From an optimization exercise on the open Yosys and OpenROAD flow, aimed at small area; shortcuts taken in it are not production practice. At most, simulation tests tie the RTL to the original design; equivalence was not proved. No functional check of the RTL was part of run 4. Power is estimated from default activity; no workload was simulated.

--- flow/config.mk ---
export PLATFORM = sky130hd
export DESIGN_NAME = regfile_mp
export DESIGN_NICKNAME = regfile_mp
export VERILOG_FILES = /design/flow/design.v
export SDC_FILE = /design/flow/constraint.sdc
export NUM_CORES = 4
export LEC_CHECK = 0
export CAP_MARGIN = 20
export CORE_MARGIN = 2
export CORE_UTILIZATION = 55
export MIN_ROUTING_LAYER = met2
export SLEW_MARGIN = 20
export SYNTH_HIERARCHICAL = 1
export SYNTH_MINIMUM_KEEP_SIZE = 0
--- flow/constraint.sdc ---
create_clock -name core_clock -period 5.0 [get_ports {clk}]
set_input_delay 1.0000 -clock core_clock [delete_from_list [all_inputs] [get_ports {clk}]]
set_output_delay 1.0000 -clock core_clock [all_outputs]
set_load 0.01 [all_outputs]
--- flow/design.v ---
package regfile_pkg;
  localparam int ZERO_IDX       = 0;
  localparam int A0_IDX_DEFAULT = 10;
  localparam int SWEEP_LAST     = 30;   
endpackage
module regfile_aoi222 (
  input  logic a1, a2, b1, b2, c1, c2,
  output logic y
);
  assign y = ~((a1 & a2) | (b1 & b2) | (c1 & c2));
endmodule
module regfile_nand2 (
  input  logic a, b,
  output logic y
);
  assign y = ~(a & b);
endmodule
module regfile_nand3 (
  input  logic a, b, c,
  output logic y
);
  assign y = ~(a & b & c);
endmodule
module regfile_nand4 (
  input  logic a, b, c, d,
  output logic y
);
  assign y = ~(a & b & c & d);
endmodule
module regfile_or3 (
  input  logic a, b, c,
  output logic y
);
  assign y = a | b | c;
endmodule
module regfile_xor2 (
  input  logic a, b,
  output logic y
);
  assign y = a ^ b;
endmodule
module regfile_rd_port
#(
  parameter int NUM_REGS   = 32,
  parameter int DATA_WIDTH = 32
) (
  input  logic [NUM_REGS-1:1]                 sel,
  input  logic                                sel_ph,
  input  logic [NUM_REGS-1:1][DATA_WIDTH-1:0] arr,
  output logic [DATA_WIDTH-1:0]               rd_data
);
  for (genvar b = 0; b < DATA_WIDTH; b++) begin : g_bit
    logic [9:0] grp_n;   
    logic       last_n;  
    logic [2:0] part;    
    logic       raw;     
    for (genvar g = 0; g < 10; g++) begin : g_grp
      regfile_aoi222 u_aoi (
        .a1 (sel[3*g+1]), .a2 (arr[3*g+1][b]),
        .b1 (sel[3*g+2]), .b2 (arr[3*g+2][b]),
        .c1 (sel[3*g+3]), .c2 (arr[3*g+3][b]),
        .y  (grp_n[g])
      );
    end
    regfile_nand2 u_last (.a(sel[31]), .b(arr[31][b]), .y(last_n));
    regfile_nand4 u_p0 (.a(grp_n[0]), .b(grp_n[1]), .c(grp_n[2]), .d(grp_n[3]), .y(part[0]));
    regfile_nand4 u_p1 (.a(grp_n[4]), .b(grp_n[5]), .c(grp_n[6]), .d(grp_n[7]), .y(part[1]));
    regfile_nand3 u_p2 (.a(grp_n[8]), .b(grp_n[9]), .c(last_n), .y(part[2]));
    regfile_or3   u_raw (.a(part[0]), .b(part[1]), .c(part[2]), .y(raw));
    regfile_xor2  u_ph (.a(raw), .b(sel_ph), .y(rd_data[b]));
  end
endmodule
import regfile_pkg::*;
module regfile_mp
#(
  parameter int NUM_REGS   = 32,
  parameter int ADDR_WIDTH = 5,
  parameter int DATA_WIDTH = 32,
  parameter int NUM_RD     = 2,
  parameter int NUM_WR     = 2,
  parameter int A0_IDX     = regfile_pkg::A0_IDX_DEFAULT
) (
  input  logic                         clk,
  input  logic                         rst,
  output logic                         ready,
  input  logic [NUM_RD*ADDR_WIDTH-1:0] rs_addr,
  output logic [NUM_RD*DATA_WIDTH-1:0] rd_data,
  input  logic [NUM_WR-1:0]            we,
  input  logic [NUM_WR*ADDR_WIDTH-1:0] wr_addr,
  input  logic [NUM_WR*DATA_WIDTH-1:0] wr_data,
  output logic [DATA_WIDTH-1:0]        a0
);
  logic [ADDR_WIDTH-1:0] cnt_q;
  logic                  ready_q;
  logic                  en;
  always_ff @(posedge clk) begin
    if (rst) begin
      cnt_q   <= '0;
      ready_q <= 1'b0;
    end else if (!ready_q) begin
      cnt_q   <= cnt_q + 1'b1;
      ready_q <= (cnt_q == ADDR_WIDTH'(regfile_pkg::SWEEP_LAST));
    end
  end
  assign ready = ready_q;
  assign en    = ready_q & ~rst;
  logic [NUM_REGS-1:1]   hit0, hit1, sel0, sel1, keep;
  logic [DATA_WIDTH-1:0] wd0, wd1;
  assign wd0 = wr_data[0 +: DATA_WIDTH];
  assign wd1 = wr_data[DATA_WIDTH +: DATA_WIDTH];
  always_comb begin
    for (int k = 1; k < NUM_REGS; k++) begin
      hit0[k] = we[0] & (wr_addr[0 +: ADDR_WIDTH] == ADDR_WIDTH'(k));
      hit1[k] = we[1] & (wr_addr[ADDR_WIDTH +: ADDR_WIDTH] == ADDR_WIDTH'(k));
      sel1[k] = en & hit1[k];
      sel0[k] = en & hit0[k] & ~hit1[k];
      keep[k] = en & ~hit0[k] & ~hit1[k];
    end
  end
  logic [NUM_REGS-1:1][DATA_WIDTH-1:0] arr;
  logic [NUM_REGS-1:1][DATA_WIDTH-1:0] arr_d;
  logic [NUM_REGS-1:1]                 ph;
  logic [NUM_REGS-1:1][DATA_WIDTH-1:0] arr_fb;   
  always_comb begin
    arr_fb = arr;
    arr_fb[A0_IDX] = ~arr[A0_IDX];
  end
  for (genvar k = 1; k < NUM_REGS; k++) begin : g_reg
    for (genvar b = 0; b < DATA_WIDTH; b++) begin : g_bit
      regfile_aoi222 u_next (
        .a1 (keep[k]), .a2 (arr_fb[k][b]),
        .b1 (sel0[k]), .b2 (wd0[b]),
        .c1 (sel1[k]), .c2 (wd1[b]),
        .y  (arr_d[k][b])
      );
    end
  end
  always_ff @(posedge clk) begin
    arr <= arr_d;
  end
  logic [NUM_REGS-1:1] ph_q;
  always_ff @(posedge clk) begin
    for (int k = 1; k < NUM_REGS; k++)
      if (k != A0_IDX)
        ph_q[k] <= ~(keep[k] & ph_q[k]);
  end
  always_comb begin
    ph = ph_q;
    ph[A0_IDX] = 1'b1;
  end
  assign a0 = ~arr[A0_IDX];
  logic [NUM_RD-1:0][ADDR_WIDTH-1:0] ra_q;
  always_ff @(posedge clk) begin
    for (int i = 0; i < NUM_RD; i++)
      ra_q[i] <= en ? rs_addr[i*ADDR_WIDTH +: ADDR_WIDTH] : '0;
  end
  for (genvar i = 0; i < NUM_RD; i++) begin : g_rd
    logic [NUM_REGS-1:1] rsel;
    logic                rph;
    always_comb begin
      rph = 1'b0;
      for (int k = 1; k < NUM_REGS; k++) begin
        rsel[k] = (ra_q[i] == ADDR_WIDTH'(k));
        rph     = rph | (rsel[k] & ph[k]);
      end
    end
    regfile_rd_port #(
      .NUM_REGS   (NUM_REGS),
      .DATA_WIDTH (DATA_WIDTH)
    ) u_rd_port (
      .sel     (rsel),
      .sel_ph  (rph),
      .arr     (arr),
      .rd_data (rd_data[i*DATA_WIDTH +: DATA_WIDTH])
    );
  end
endmodule
--- flow/flow/run.sh ---
#!/bin/bash
# Layout flow: the standard flow (standard.sh), with two changes:
#  * ports are buffered with sky130_fd_sc_hd__buf_1 (still one buffer per
#    port, as the standard flow does, but not a delay cell);
#  * CTS uses clkbuf_8 buffers in clusters of up to 20 sinks and inserts no
#    dummy loads.
# make's full output goes to make_finish.log here; ORFS's per-step logs stay
# under orfs/logs/.
set -euo pipefail
bash standard.sh finish \
  "BUFFER_PORTS_ARGS=-buffer_cell sky130_fd_sc_hd__buf_1" \
  "CTS_ARGS=-sink_clustering_enable -repair_clock_nets -dont_use_dummy_load -buf_list sky130_fd_sc_hd__clkbuf_8 -sink_clustering_size 20 -sink_clustering_max_diameter 60" \
  > make_finish.log 2>&1
--- flow/standard.sh ---
#!/bin/bash
# synth_recipe.tcl (not shown) runs the flow's synth.tcl, then flattens the netlist and writes it again
# the make line also repeats each setting of config.mk as NAME=value (left out here)
make -C /OpenROAD-flow-scripts/flow DESIGN_CONFIG=/design/flow/config.mk WORK_HOME=/design/flow/orfs CLKGATE_MAP_FILE= SYNTH_SCRIPT=/design/flow/synth_recipe.tcl "${@:-finish}"
==> impl_metrics.yaml, run 1 <==
synth:
  syn_inst: 3570
  async_reset_ff_frac: 0
  ys_top_cells_by_area: "dfxtp_1 (49%), a222oi_1 (39%), nand4_1 (1.9%)"
  syn_nets: 3660
  yosysTopAreaCellShare: 0.494
  synth_edf_count: 0
  ys_warn_count: 7
  synth_top_area_cell: "dfxtp_1"
  ys_ff_latch: 1038
  synth_area_sq_um: 42000
  avgSynthCellArea_sq_um: 11.8
  synth_sequential_area_ratio: 0.494
  synth_ff_type: "dfxtp_1"
  ys_types: 60
global_route:
  grt_start_max_net_pins: 34
  grt.overflow.total: 1463
  grt_pass1_wl_mm: 383
  track_usage: 0.957
  grt_pass1_vias: 74385
clock_tree:
  numCtsBuffers: 75
  clockBufferDepth: 3
  clock_sinks: 1038
  cts_hold_buf: 0
  htreeDepth: 3
  cts-root-buf: "clkbuf_8"
placement:
  hpwl_mm: 141
  placed_cells: 4970
  globalplace.congestion: 1.17
  port_buffers: 184
die:
  io_pins: 185
  dieHeight_um: 280
  fp.dieW_um: 280
  start_util: 0.554
  std_cell_rows: 101
status:
  status: "did not finish"
  lastStage: "global routing"
  error: "[ERROR GRT-0116] Global routing finished with congestion. Check the congestion regions in the DRC Viewer."
## worst max-delay path by stage
stage                        from           to  slack (ns)  cells past startpoint
after floorplan           ra_q[2]   rd_data[0]        0.36                      7
after global placement    ra_q[2]   rd_data[7]        0.70                      8
after detailed placement  ra_q[5]  rd_data[47]        0.66                      8
after CTS                 ra_q[9]  rd_data[60]        0.02                      8
## per-module statistics from Yosys, one instance, submodules excluded, excerpt
module          cells  area (sq um)  copies in the design  flip-flops and latches
regfile_aoi222      1          10.0                  1632                       0
regfile_mp       1554         23400                     1                    1038
regfile_nand2       1          3.75                    64                       0
regfile_nand3       1          5.00                    64                       0
regfile_nand4       1          6.26                   128                       0
regfile_or3         1          6.26                    64                       0
regfile_xor2        1          8.76                    64                       0
## routing by layer
layer,overflow,GRT usage
met5,144,0.964
met4,296,0.869
met3,783,1.02
met2,240,0.950
met1,-,-
## power groups by stage
| stage | sequential [mW] | combinational [mW] | clock, mW |
|---|---|---|---|
| floorplan | 8.46 | 0.0436 | 0 |
| global placement | 8.46 | 0.412 | 0 |
| detailed placement | 8.46 | 0.429 | 0 |
| CTS | 8.27 | 0.430 | 4.00 |
## Yosys cell counts (4+ instances only)
cell	number
a211oi_1	4
a21oi_1	4
a222oi_1	1632
and2_1	10
buf_2	4
buf_6	8
clkbuf_1	23
dfxtp_1	1038
inv_1	40
mux2i_1	10
nand2_1	123
nand2b_1	13
nand3_1	81
nand3b_1	4
nand4_1	131
nor2_1	168
nor2b_1	15
nor3_1	37
o21ai_0	33
o22ai_1	4
or2_2	7
or3_1	67
xor2_1	67
## what timing repair did
action,4_1_cts
endpoints found under the setup margin,19
setup buffers,3
pin swaps,2
cloned,1
resized for setup,5
## cells by family after synthesis
kind of cell             synth area share
adder cells (fa/ha/maj)          0.000595
XOR/XNOR                           0.0142
AND/OR/NAND/NOR                    0.0815
AO/OA/AOI/OAI                       0.398
flip-flops                          0.494
multiplexers                      0.00301
buffers and inverters             0.00863
## metrics by stage
| stage | power [mW] | setup slack, ns | cell area, sq um | hold WS (ns) |
|---|---|---|---|---|
| 3_3_place_gp | 8.87 | 0.695 | 47000 | 0.367 |
| 4_1_cts | 12.7 | 0.0182 | 48100 | 0.381 |
| 3_5_place_dp | 8.89 | 0.660 | 47000 | 0.370 |
| 2_1_floorplan | 8.50 | 0.357 | 42000 | 0.358 |
==> run 2, diff against run 1 <==
--- a/flow/design.v
+++ b/flow/design.v
@@ -150,8 +150,11 @@
   end
   assign a0 = ~arr[A0_IDX];
-  logic [NUM_RD-1:0][ADDR_WIDTH-1:0] ra_q;
+  logic [NUM_RD-1:0][3:0] ra_hi_q;
+  logic [NUM_RD-1:0][7:0] ra_lo_q;
   always_ff @(posedge clk) begin
-    for (int i = 0; i < NUM_RD; i++)
-      ra_q[i] <= en ? rs_addr[i*ADDR_WIDTH +: ADDR_WIDTH] : '0;
+    for (int i = 0; i < NUM_RD; i++) begin
+      ra_hi_q[i] <= en ? (4'b0001 << rs_addr[i*ADDR_WIDTH+3 +: 2]) : 4'b0000;
+      ra_lo_q[i] <= 8'b00000001 << rs_addr[i*ADDR_WIDTH +: 3];
+    end
   end
   for (genvar i = 0; i < NUM_RD; i++) begin : g_rd
@@ -161,5 +164,5 @@
       rph = 1'b0;
       for (int k = 1; k < NUM_REGS; k++) begin
-        rsel[k] = (ra_q[i] == ADDR_WIDTH'(k));
+        rsel[k] = ra_hi_q[i][k / 8] & ra_lo_q[i][k % 8];
         rph     = rph | (rsel[k] & ph[k]);
       end
==> flow/flow/run.sh (replaced) <==
#!/bin/bash
# Layout flow: the standard flow (standard.sh), with two changes:
#  * ports are buffered with sky130_fd_sc_hd__buf_1 (still one buffer per
#    port, as the standard flow does, but not a delay cell);
#  * CTS uses clkbuf_8 buffers in clusters of up to 16 sinks and inserts no
#    dummy loads.
# make's full output goes to make_finish.log here; ORFS's per-step logs stay
# under orfs/logs/.
set -euo pipefail
bash standard.sh finish \
  "BUFFER_PORTS_ARGS=-buffer_cell sky130_fd_sc_hd__buf_1" \
  "CTS_ARGS=-sink_clustering_enable -repair_clock_nets -dont_use_dummy_load -buf_list sky130_fd_sc_hd__clkbuf_8 -sink_clustering_size 16 -sink_clustering_max_diameter 50" \
  > make_finish.log 2>&1
--- a/flow/config.mk
+++ b/flow/config.mk
@@ -6,9 +6,9 @@
 export NUM_CORES = 4
 export LEC_CHECK = 0
-export CAP_MARGIN = 20
+export CAP_MARGIN = 10
 export CORE_MARGIN = 2
-export CORE_UTILIZATION = 55
-export MIN_ROUTING_LAYER = met2
-export SLEW_MARGIN = 20
+export CORE_UTILIZATION = 45
+export SETUP_SLACK_MARGIN = 0.2
+export SLEW_MARGIN = 10
 export SYNTH_HIERARCHICAL = 1
 export SYNTH_MINIMUM_KEEP_SIZE = 0
==> run 2 against run 1 <==
Net effect:
- now clean on timing, DRC and antenna
- synthesized cell count decreased by 1.3%
- synthesized area is 0.28% higher
==> impl_metrics.yaml, run 2 <==
status:
  status: "timing/DRC/antenna clean"
synth:
  syn_inst: 3525
  synth_most_common_cell: "a222oi_1"
  ys_warn_count: 7
  yosysTopAreaCellShare: 0.500
  synth_top_area_cell: "dfxtp_1"
  ys_top_cells_by_area: "dfxtp_1 (50%), a222oi_1 (39%), nand4_1 (2.0%)"
  synth_ff_type: "dfxtp_1"
  avgSynthCellArea_sq_um: 12.0
  synth_edf_count: 0
  ys_ff_latch: 1052
  synth_sequential_area_ratio: 0.500
  ys_types: 45
  async_reset_ff_frac: 0
  syn_nets: 3615
  synth_area_sq_um: 42200
  yosys-top-cells-count: "a222oi_1 (1637), dfxtp_1 (1052), nand4_1 (132)"
setup_path:
  path_cells: "and2_2 > buf_4 > a222oi_1 > nand4_1 > or3_1 > xor2_1 > buf_1"
  crit_arrival_ns: 3.95
  r2r-start: "ready_q"
  worst_setup_path_end_kind: "output port"
  worstSetupStartpoint: "ra_hi_q[4]"
  required_ns: 4.00
  cp-start-kind: "flop"
  crit_slowest_cell: "nand4_1"
  path_class: "flop to output port"
  worstPathMaxFanout: 18
  r2r_slack_ns: 1.92
  cp_slowest_stage_delay_ns: 0.62
timing:
  skew_ns: 0.114
  setup_violations: 0
  hold_violations: 0
  worstMarginPinSlew_ns: 1.48
  fmax_mhz: 202
  fin_setup_tns_ns: 0
  post-route-min-period_ns: 4.95
  maxSlewHeadroom: 0.0146
  finalCritPeriodShare: 0.991
  rsz0062_at_grt: "true"
  slew_viol_final: 0
die:
  placeableCoreArea_sq_um: 93000
  io_pins: 185
  dieArea_sq_um: 96100
  start_util: 0.453
  fp.dieW_um: 310
  dieHeight_um: 310
  std_cell_rows: 112
power_and_ir_drop:
  power.density_nw_per_um2: 290
  power_leakage_nw: 16.6
  ir_worst_vdd_mv: 0.213
global_route:
  grt_pass1_vias: 46404
  grt_pass1_wl_mm: 333
  busiest_layer: "met2"
  antenna_found_initial: 13
  met3_usage: 0.227
  grt_use_met1: 0.594
  track_usage: 0.477
  grt_start_max_net_pins: 34
  grt.overflow.total: 0
  grt_use_met2: 0.631
placement:
  globalplace.congestion: 0.978
  port_buffers: 184
  hpwl_mm: 131
  placed_cells: 5143
clock_tree:
  cts_hold_buf: 0
  clkTransAtPathRegs_ns: 0.07
  numCtsBuffers: 116
  clockBufferDepth: 3
  insertion_delay_ns: 0.85
  clock_sinks: 1052
  cts_tree: "done"
  htreeDepth: 3
  cts-root-buf: "clkbuf_8"
flow_run:
  cap_violations: 0
cells_and_area:
  top_regs: "arr: 992 flops, ph_q: 30 flops, ra_lo_q: 16 flops"
  area_growth_pct: 14.3
  final_common_cell: "a222oi_1"
  largest_reg_flops: 992
  final_util: 0.518
  top_register: "arr"
  layout.cells.non_filler: 5267
  drive_above_1_share: 0.124
  layout_common_cells: "a222oi_1 (1637), dfxtp_1 (1052), buf_4 (210), buf_1 (181), nand4_1 (132)"
  finalNetCount: 4100
route:
  ant_nets: 0
  avgRoutedWirePerCell_um: 45.7
  drtPass1Iterations: 22
  vias_per_cell: 9.41
  drt_drc_violations_left: 0
  drt-initial-drc-count: 17513
  vias: 49581
  routed_wl_mm: 241
worst_hold_path:
  hold_class: "flop to flop"
  min_from: "ph_q[9]"
run 2: Yosys stat by module (local to each module, per instance), a selection:
module          copies in the design  cell area, sq um  flip-flops and latches  cells
regfile_aoi222                  1632              10.0                       0      1
regfile_mp                         1             23500                    1052   1509
regfile_nand2                     64              3.75                       0      1
regfile_nand3                     64              5.00                       0      1
regfile_nand4                    128              6.26                       0      1
regfile_or3                       64              6.26                       0      1
regfile_xor2                      64              8.76                       0      1
run 2: logic make-up after synthesis:
| family | count (synthesis) | share of synthesized area |
|---|---|---|
| adder cells (fa/ha/maj) | 2 | 0.000593 |
| flip-flops | 1052 | 0.500 |
| buffers and inverters | 65 | 0.00602 |
| AND/OR/NAND/NOR | 663 | 0.0843 |
| AO/OA/AOI/OAI | 1675 | 0.395 |
| XOR/XNOR | 68 | 0.0141 |
run 2: path summary, 6_finish.rpt:
check | cells after the start | to
worst max-delay path | 7 | rd_data[46]
worst min-delay path | 1 | ph_q[9]
worst max register to register | 7 | arr[776]
worst min register to register | 1 | ph_q[9]
run 2: repair_timing:
item	in CTS	in global routing
gates resized for setup	0	21
setup buffers	0	3
endpoints found under the hold margin	0	0
setup endpoints to repair	0	57
run 2: layer usage:
metal,vias up,share of wire,routed length [um]
met1,24053,0.34,82500
met4,26,0.089,21500
met2,5502,0.37,90300
met3,1285,0.19,45900
li1,18715,-,-
met5,-,0.0025,593
run 2: per-stage QoR:
step           setup slack (ns)  instance area [sq um]  hold slack [ns]  power, mW
6_report                 0.0472                  48200            0.403       14.0
5_1_grt                  0.0979                  48200            0.424       14.2
4_1_cts                   0.203                  48100            0.402       13.9
3_5_place_dp               1.06                  46500            0.386       9.06
3_3_place_gp               1.04                  46500            0.388       9.06
2_1_floorplan             0.903                  42200            0.370       8.65
run 2: cell type report:
class | count | area [sq um]
antenna | 5 | 12.5
clock buffer | 116 | 1600
fill | 8574 | 44900
inverter | 37 | 139
multi-input combinational | 2408 | 21500
sequential | 1052 | 21100
tap | 1254 | 1570
timing repair buffer | 395 | 2290
run 2: worst max-delay path: cells and delay by family, from the launching register on:
kind	cells	cell delay [ns]
AO/OA/AOI/OAI	1	0.33
XOR/XNOR	1	0.33
buffers and inverters	2	0.49
flip-flops	1	0.39
AND/OR/NAND/NOR	3	1.55
run 2: power by group:
part	total (mW)	internal, mW	switching (mW)
Sequential	8.40	8.38	0.0165
Combinational	0.502	0.0879	0.414
Clock	5.07	2.04	3.03
Total	14.0	10.5	3.46
==> run 3, diff against run 2 <==
==> flow/run.sh (new file) <==
#!/bin/bash
# synth_recipe.tcl (not shown) runs the flow's synth.tcl, then flattens the netlist and writes it again
# the make line also repeats each setting of config.mk as NAME=value (left out here)
make -C /OpenROAD-flow-scripts/flow DESIGN_CONFIG=/design/flow/config.mk WORK_HOME=/design/flow/orfs CLKGATE_MAP_FILE= SYNTH_SCRIPT=/design/flow/synth_recipe.tcl finish
--- a/flow/config.mk
+++ b/flow/config.mk
@@ -8,5 +8,6 @@
 export CAP_MARGIN = 10
 export CORE_MARGIN = 2
-export CORE_UTILIZATION = 45
+export CORE_UTILIZATION = 35
+export PLACE_DENSITY = 0.45
 export SETUP_SLACK_MARGIN = 0.2
 export SLEW_MARGIN = 10
removed: flow/flow/run.sh
removed: flow/standard.sh
==> run 3 against run 2 <==
Net effect:
- first-iteration DRC count shrank 0.87%
- hold slack barely moved
- maximum frequency increased by 1.8%
- clock power increased by about 80%
- sequential power hardly changed
- final cell count grew 10%
- clock-buffer cell count up 62
- global-route usage is 6.5 points lower
- critical path type unchanged
- largest cell class unchanged
- largest power group is now clock
==> impl_metrics.yaml, run 3 <==
status:
  status: "timing/DRC/antenna clean"
synth:
  syn_inst: 3525
  ys_top_cells_by_area: "dfxtp_1 (50%), a222oi_1 (39%), nand4_1 (2.0%)"
  yosys-top-cells-count: "a222oi_1 (1637), dfxtp_1 (1052), nand4_1 (132)"
  yosysTopAreaCellShare: 0.500
  ys_types: 45
  synth_top_area_cell: "dfxtp_1"
  ys_warn_count: 7
  synth_ff_type: "dfxtp_1"
  ys_ff_latch: 1052
  synth_edf_count: 0
  synth_most_common_cell: "a222oi_1"
  synth_sequential_area_ratio: 0.500
  avgSynthCellArea_sq_um: 12.0
  synth_area_sq_um: 42200
  async_reset_ff_frac: 0
  syn_nets: 3615
power_and_ir_drop:
  power_leakage_nw: 18.7
  ir_worst_vdd_mv: 0.338
  power.density_nw_per_um2: 341
  p_sw_mw: 4.20
  switching_share: 0.232
  internal_power_mw: 13.9
  power_frac_comb: 0.031
  seq_power_share: 0.464
  clkPwrFrac: 0.505
worst_hold_path:
  min_to: "ph_q[21]"
  hold_class: "flop to flop"
  min_from: "ph_q[21]"
  hold_path_depth: 1
clock_tree:
  cts_tree: "done"
  insertion_delay_ns: 0.73
  clkTransAtPathRegs_ns: 0.07
  cts_hold_buf: 0
  cts-root-buf: "clkbuf_16"
  htreeDepth: 3
  clock_sinks: 1052
  numCtsBuffers: 118
  clockBufferDepth: 3
timing:
  fin_setup_tns_ns: 0
  rsz0062_at_grt: "true"
  hold_violations: 0
  setup_ws_ns: 0.134
  hold_slack_ns: 0.404
  slew_viol_final: 0
  post-route-min-period_ns: 4.87
  worstMarginPinSlew_ns: 1.31
  setup_violations: 0
  fmax_mhz: 206
  skew_ns: 0.0204
  maxSlewHeadroom: 0.126
  finalCritPeriodShare: 0.973
cells_and_area:
  fill_cells: 11130
  multi_input_area_sq_um: 21700
  final_area_sq_um: 53100
  largest_reg_flops: 992
  area_growth_pct: 25.9
  drive_above_1_share: 0.159
  layout_common_cells: "a222oi_1 (1637), dfxtp_1 (1042), buf_4 (247), clkdlybuf4s50_1 (168), nand4_1 (132)"
  top_register: "arr"
  top_regs: "arr: 992 flops, ph_q: 30 flops, ra_lo_q: 16 flops"
  final_common_cell: "a222oi_1"
  final_util: 0.444
  seq_area_sq_um: 21100
  finalNetCount: 4165
die:
  start_util: 0.352
  io_pins: 185
  dieHeight_um: 351
  fp.dieW_um: 351
  placeableCoreArea_sq_um: 120000
  std_cell_rows: 127
  dieArea_sq_um: 123000
global_route:
  grt_pass1_vias: 47680
  grt_pass1_wl_mm: 365
  grt.overflow.total: 0
  grt_start_max_net_pins: 34
  track_usage: 0.412
  antenna_found_initial: 10
setup_path:
  rr_worst_depth: 7
  r2r-start: "ready_q"
  r2r_end: "arr[742]"
  r2r_slack_ns: 1.87
  crit_arrival_ns: 3.87
  cp-start-kind: "flop"
  worst_setup_path_end_kind: "output port"
  path_class: "flop to output port"
  worstPathMaxFanout: 25
  required_ns: 4.00
route:
  drt-initial-drc-count: 17361
  avgRoutedWirePerCell_um: 46.2
  drt_drc_violations_left: 0
  drtPass1Iterations: 21
  vias: 49676
  vias_per_cell: 8.57
  routed_wl_mm: 268
  ant_nets: 0
placement:
  port_buffers: 184
  place_area_sq_um: 48600
  hpwl_mm: 157
  globalplace.congestion: 0.960
  pre_cts_slack_ns: 0.611
flow_run:
  cap_violations: 0
## run 3: worst max-delay path, cell delays in order, from the launching register on
cell and delay [ns]:
dfxtp_1 0.42, and2_4 0.40, buf_4 0.29, a222oi_1 0.38
nand4_1 0.36, or3_1 0.50, xor2_1 0.18, clkdlybuf4s50_1 0.57
## run 3: cell type report
class,count,area share
well taps,1612,0.0380
flip-flops and latches,1052,0.397
repair buffers,456,0.0767
clock buffers,178,0.0654
inverters,37,0.00262
clock inverters,41,0.0105
multi-input cells,2410,0.409
diodes,11,0.000519
## run 3: cell families (layout without fill, tap and decap cells)
family	after synthesis	after routing	synth area share
AO/OA/AOI/OAI	1675	1675	0.395
flip-flops	1052	1052	0.500
AND/OR/NAND/NOR	663	665	0.0843
XOR/XNOR	68	68	0.0141
buffers and inverters	65	712	0.00602
adder cells (fa/ha/maj)	2	2	0.000593
other	0	11	0
## run 3: power groups by stage
| stage | combinational (mW) | clock [mW] | sequential (mW) |
|---|---|---|---|
| 6_report | 0.561 | 9.14 | 8.40 |
| 5_1_grt | 0.568 | 9.50 | 8.40 |
| 4_1_cts | 0.539 | 9.18 | 8.40 |
| 3_5_place_dp | 0.538 | 0 | 8.59 |
| 3_3_place_gp | 0.526 | 0 | 8.59 |
| 2_1_floorplan | 0.0677 | 0 | 8.58 |
## run 3: layer usage
| layer | vias up | GRT usage | share of wire |
|---|---|---|---|
| li1 | 18994 | - | - |
| met1 | 24685 | 0.514 | 0.35 |
| met2 | 4958 | 0.598 | 0.42 |
| met3 | 1035 | 0.135 | 0.16 |
| met4 | 4 | 0.289 | 0.077 |
| met5 | - | 0.00432 | 0.00034 |
## run 3: per-stage QoR
stage / cells / power, mW
6_report: 5797 / 18.1
5_1_grt: 5792 / 18.5
4_1_cts: 5777 / 18.1
3_5_place_dp: 5555 / 9.12
3_3_place_gp: 5555 / 9.11
2_1_floorplan: 3525 / 8.65
## run 3: how the worst max path moves through the flow
stage          depth (start not counted)           to        start  slack (ns)
4_1_cts                                7  rd_data[63]  ra_lo_q[13]        0.18
5_1_grt                                7  rd_data[28]   ra_lo_q[2]        0.19
3_5_place_dp                           7  rd_data[40]   ra_hi_q[4]        0.61
2_1_floorplan                          6   rd_data[0]   ra_hi_q[2]        0.90
3_3_place_gp                           7  rd_data[60]   ra_hi_q[4]        0.63
6_report                               7  rd_data[54]   ra_hi_q[6]        0.13
## run 3: modules after synthesis, one instance, submodules excluded, excerpt
module          flip-flops and latches  copies in the design  area (sq um)
regfile_nand2                        0                    64          3.75
regfile_nand3                        0                    64          5.00
regfile_aoi222                       0                  1632          10.0
regfile_xor2                         0                    64          8.76
regfile_nand4                        0                   128          6.26
regfile_mp                        1052                     1         23500
regfile_or3                          0                    64          6.26
## run 3: what timing repair did
| item | CTS | global route |
|---|---|---|
| gates resized for setup | 94 | 44 |
| cloned | 1 | 1 |
| pin swaps | 42 | 49 |
| setup buffers | 2 | 8 |
| endpoints found under the setup margin | 63 | 42 |
==> run 4, diff against run 3 <==
==> flow/design.v (replaced) <==
package regfile_pkg;
  localparam int ZERO_IDX       = 0;
  localparam int A0_IDX_DEFAULT = 10;
  localparam int SWEEP_LAST     = 30;   
endpackage
module regfile_rd_port
#(
  parameter int NUM_REGS   = 32,
  parameter int ADDR_WIDTH = 5,
  parameter int DATA_WIDTH = 32
) (
  input  logic                                clk,
  input  logic                                en,
  input  logic [ADDR_WIDTH-1:0]               rs_addr,
  input  logic [NUM_REGS-1:1][DATA_WIDTH-1:0] arr,
  input  logic [NUM_REGS-1:1]                 ph,
  output logic [DATA_WIDTH-1:0]               rd_data
);
  logic [ADDR_WIDTH-1:0] addr_q;
  logic [DATA_WIDTH-1:0] raw;
  logic                  raw_ph;
  always_ff @(posedge clk) begin
    addr_q <= en ? rs_addr : '0;
  end
  always_comb begin
    raw    = '0;
    raw_ph = 1'b0;
    for (int k = 1; k < NUM_REGS; k++) begin
      raw    = raw | ({DATA_WIDTH{addr_q == ADDR_WIDTH'(k)}} & arr[k]);
      raw_ph = raw_ph | ((addr_q == ADDR_WIDTH'(k)) & ph[k]);
    end
  end
  assign rd_data = raw ^ {DATA_WIDTH{raw_ph}};
endmodule
import regfile_pkg::*;
module regfile_mp
#(
  parameter int NUM_REGS   = 32,
  parameter int ADDR_WIDTH = 5,
  parameter int DATA_WIDTH = 32,
  parameter int NUM_RD     = 2,
  parameter int NUM_WR     = 2,
  parameter int A0_IDX     = regfile_pkg::A0_IDX_DEFAULT
) (
  input  logic                         clk,
  input  logic                         rst,
  output logic                         ready,
  input  logic [NUM_RD*ADDR_WIDTH-1:0] rs_addr,
  output logic [NUM_RD*DATA_WIDTH-1:0] rd_data,
  input  logic [NUM_WR-1:0]            we,
  input  logic [NUM_WR*ADDR_WIDTH-1:0] wr_addr,
  input  logic [NUM_WR*DATA_WIDTH-1:0] wr_data,
  output logic [DATA_WIDTH-1:0]        a0
);
  logic [ADDR_WIDTH-1:0] cnt_q;
  logic                  ready_q;
  logic                  en;
  always_ff @(posedge clk) begin
    if (rst) begin
      cnt_q   <= '0;
      ready_q <= 1'b0;
    end else if (!ready_q) begin
      cnt_q   <= cnt_q + 1'b1;
      ready_q <= (cnt_q == ADDR_WIDTH'(regfile_pkg::SWEEP_LAST));
    end
  end
  assign ready = ready_q;
  assign en    = ready_q & ~rst;
  logic [NUM_REGS-1:1][DATA_WIDTH-1:0] arr;
  logic [NUM_REGS-1:1]                 ph;
  logic [NUM_REGS-1:1]                 ph_r;
  logic [NUM_REGS-1:1]                 hit0, hit1, sel0, sel1, keep;
  logic [DATA_WIDTH-1:0]               wd0, wd1;
  assign wd0 = wr_data[0 +: DATA_WIDTH];
  assign wd1 = wr_data[DATA_WIDTH +: DATA_WIDTH];
  always_comb begin
    for (int k = 1; k < NUM_REGS; k++) begin
      hit0[k] = we[0] & (wr_addr[0 +: ADDR_WIDTH] == ADDR_WIDTH'(k));
      hit1[k] = we[1] & (wr_addr[ADDR_WIDTH +: ADDR_WIDTH] == ADDR_WIDTH'(k));
      sel1[k] = en & hit1[k];
      sel0[k] = en & hit0[k] & ~hit1[k];
      keep[k] = en & ~hit0[k] & ~hit1[k];
    end
  end
  always_ff @(posedge clk) begin
    for (int k = 1; k < NUM_REGS; k++) begin
      if (k == A0_IDX)
        arr[k] <= ~(({DATA_WIDTH{keep[k]}} & ~arr[k])
                  | ({DATA_WIDTH{sel0[k]}} & wd0)
                  | ({DATA_WIDTH{sel1[k]}} & wd1));
      else
        arr[k] <= ~(({DATA_WIDTH{keep[k]}} & arr[k])
                  | ({DATA_WIDTH{sel0[k]}} & wd0)
                  | ({DATA_WIDTH{sel1[k]}} & wd1));
    end
  end
  for (genvar k = 1; k < NUM_REGS; k++) begin : g_ph
    if (k == A0_IDX) begin : g_fixed
      assign ph_r[k] = 1'b1;
    end else begin : g_flip
      always_ff @(posedge clk) begin
        ph_r[k] <= ~(keep[k] & ph_r[k]);
      end
    end
  end
  assign ph = ph_r;
  assign a0 = ~arr[A0_IDX];
  for (genvar i = 0; i < NUM_RD; i++) begin : g_rd
    regfile_rd_port #(
      .NUM_REGS   (NUM_REGS),
      .ADDR_WIDTH (ADDR_WIDTH),
      .DATA_WIDTH (DATA_WIDTH)
    ) u_rd_port (
      .clk     (clk),
      .en      (en),
      .rs_addr (rs_addr[i*ADDR_WIDTH +: ADDR_WIDTH]),
      .arr     (arr),
      .ph      (ph),
      .rd_data (rd_data[i*DATA_WIDTH +: DATA_WIDTH])
    );
  end
endmodule
==> flow/config.mk (replaced) <==
export PLATFORM = sky130hd
export DESIGN_NAME = regfile_mp
export DESIGN_NICKNAME = regfile_mp
export VERILOG_FILES = /design/flow/design.v
export SDC_FILE = /design/flow/constraint.sdc
export NUM_CORES = 4
export LEC_CHECK = 0
export CAP_MARGIN = 20
export CORE_MARGIN = 2
export CORE_UTILIZATION = 65
export SLEW_MARGIN = 20
==> run 4 against run 3 <==
Net effect:
- the run now fails in global routing
- synthesized cell count up 42%
- synthesized area up 16%
==> impl_metrics.yaml, run 4 <==
clock_tree:
  htreeDepth: 3
  numCtsBuffers: 104
  cts-root-buf: "clkbuf_16"
  clock_sinks: 1038
  cts_hold_buf: 0
  clockBufferDepth: 3
global_route:
  grt_pass1_wl_mm: 495
  grt.overflow.total: 3
  grt_start_max_net_pins: 39
  grt_pass1_vias: 63030
  track_usage: 0.880
die:
  start_util: 0.658
  dieHeight_um: 279
  std_cell_rows: 100
  io_pins: 185
  fp.dieW_um: 279
synth:
  synth_top_area_cell: "dfxtp_1"
  synth_area_sq_um: 49100
  synth_edf_count: 0
  yosys-top-cells-count: "dfxtp_1 (1038), a222oi_1 (943), a22oi_1 (627)"
  syn_inst: 5007
  async_reset_ff_frac: 0
  yosysTopAreaCellShare: 0.424
  ys_ff_latch: 1038
  synth_most_common_cell: "dfxtp_1"
  ys_types: 78
  ys_top_cells_by_area: "dfxtp_1 (42%), a222oi_1 (19%), a22oi_1 (9.6%)"
  synth_sequential_area_ratio: 0.424
  syn_nets: 5097
  ys_warn_count: 3
  synth_ff_type: "dfxtp_1"
  avgSynthCellArea_sq_um: 9.80
placement:
  globalplace.congestion: 1.28
  port_buffers: 184
  hpwl_mm: 195
  place_area_sq_um: 53400
status:
  error: "[ERROR GRT-0116] Global routing finished with congestion. Check the congestion regions in the DRC Viewer."
  lastStage: "global routing"
  status: "did not finish"
==> run 4: cell count changes after synthesis, moves of 50 or more <==
cell      change
a22oi_1     +610
a222oi_1    -694
or3_1        -58
a21oi_1      +61
nor2_1      +113
a221oi_1     +52
clkbuf_1    +583
mux2i_1      +82
and3_1      +202
a22o_1       +86
buf_2        +77
and2_1       -50
==> run 4: worst max-delay path by stage <==
stage / start / end / slack, ns / depth (start not counted)
2_1_floorplan: g_rd[1].u_rd_port.addr_q[2] / rd_data[48] / 1.91 / 8
3_3_place_gp: g_rd[1].u_rd_port.addr_q[2] / rd_data[34] / 0.42 / 9
3_5_place_dp: g_rd[1].u_rd_port.addr_q[2] / rd_data[49] / 0.32 / 10
4_1_cts: g_rd[0].u_rd_port.addr_q[2] / rd_data[1] / 0.002 / 10
==> run 4: routing by layer <==
| layer | global-route usage | GRT overflow |
|---|---|---|
| met1 | 0.905 | 0 |
| met2 | 0.953 | 1 |
| met3 | 0.820 | 1 |
| met4 | 0.812 | 1 |
| met5 | 0.656 | 0 |
==> run 4: stage by stage <==
stage / cells / setup slack, ns / hold slack [ns]
CTS: 5987 / 0.00210 / 0.400
detailed placement: 5787 / 0.316 / 0.385
global placement: 5785 / 0.423 / 0.376
floorplan: 5007 / 1.91 / 0.366
==> run 4: logic make-up after synthesis <==
logic type,count (synthesis),share of synthesized area
xor gates and xnor gates,68,0.0121
DFF,1038,0.424
adders and majority gates,2,0.000510
and+or+nand+nor,1045,0.119
buffers and inverters,773,0.0662
muxes,123,0.0271
AOI/OAI and AO/OA,1958,0.352
==> run 4: power groups by stage <==
stage	logic, mW	clock network (mW)	registers [mW]
detailed placement	0.378	0	8.46
floorplan	0.216	0	8.46
global placement	0.375	0	8.46
CTS	0.380	8.07	8.27
==> run 4: timing repair <==
action	4_1_cts
pin swaps	5
gates resized for setup	20
gates cloned	2
setup buffers	10
setup endpoints to repair	64

==> port drivers added, routing unchanged <==
No port has a modelled driver above. Below, the same layouts with a new extraction and two added sets of constraints. Step 1, drivers: a clkbuf_16 drives clk and a buf_2 each remaining input, both assumed. Step 2 also shifts input and output timing later by t, the mid clock arrival at the registers, as if the neighbouring blocks saw the same clock. Three values: ideal ports, drivers, drivers and shift; two values: the first two.
run | t, ns | slack for setup (ns) | worst setup path after step 2 | pins driven straight from the clock port
run 2 | 0.868 | 0.047 / -0.026 / 0.842 | register to output | 1
run 3 | 0.792 | 0.134 / 0.060 / 0.675 | input to register | 1
After both steps setup and hold are still met in every run listed.
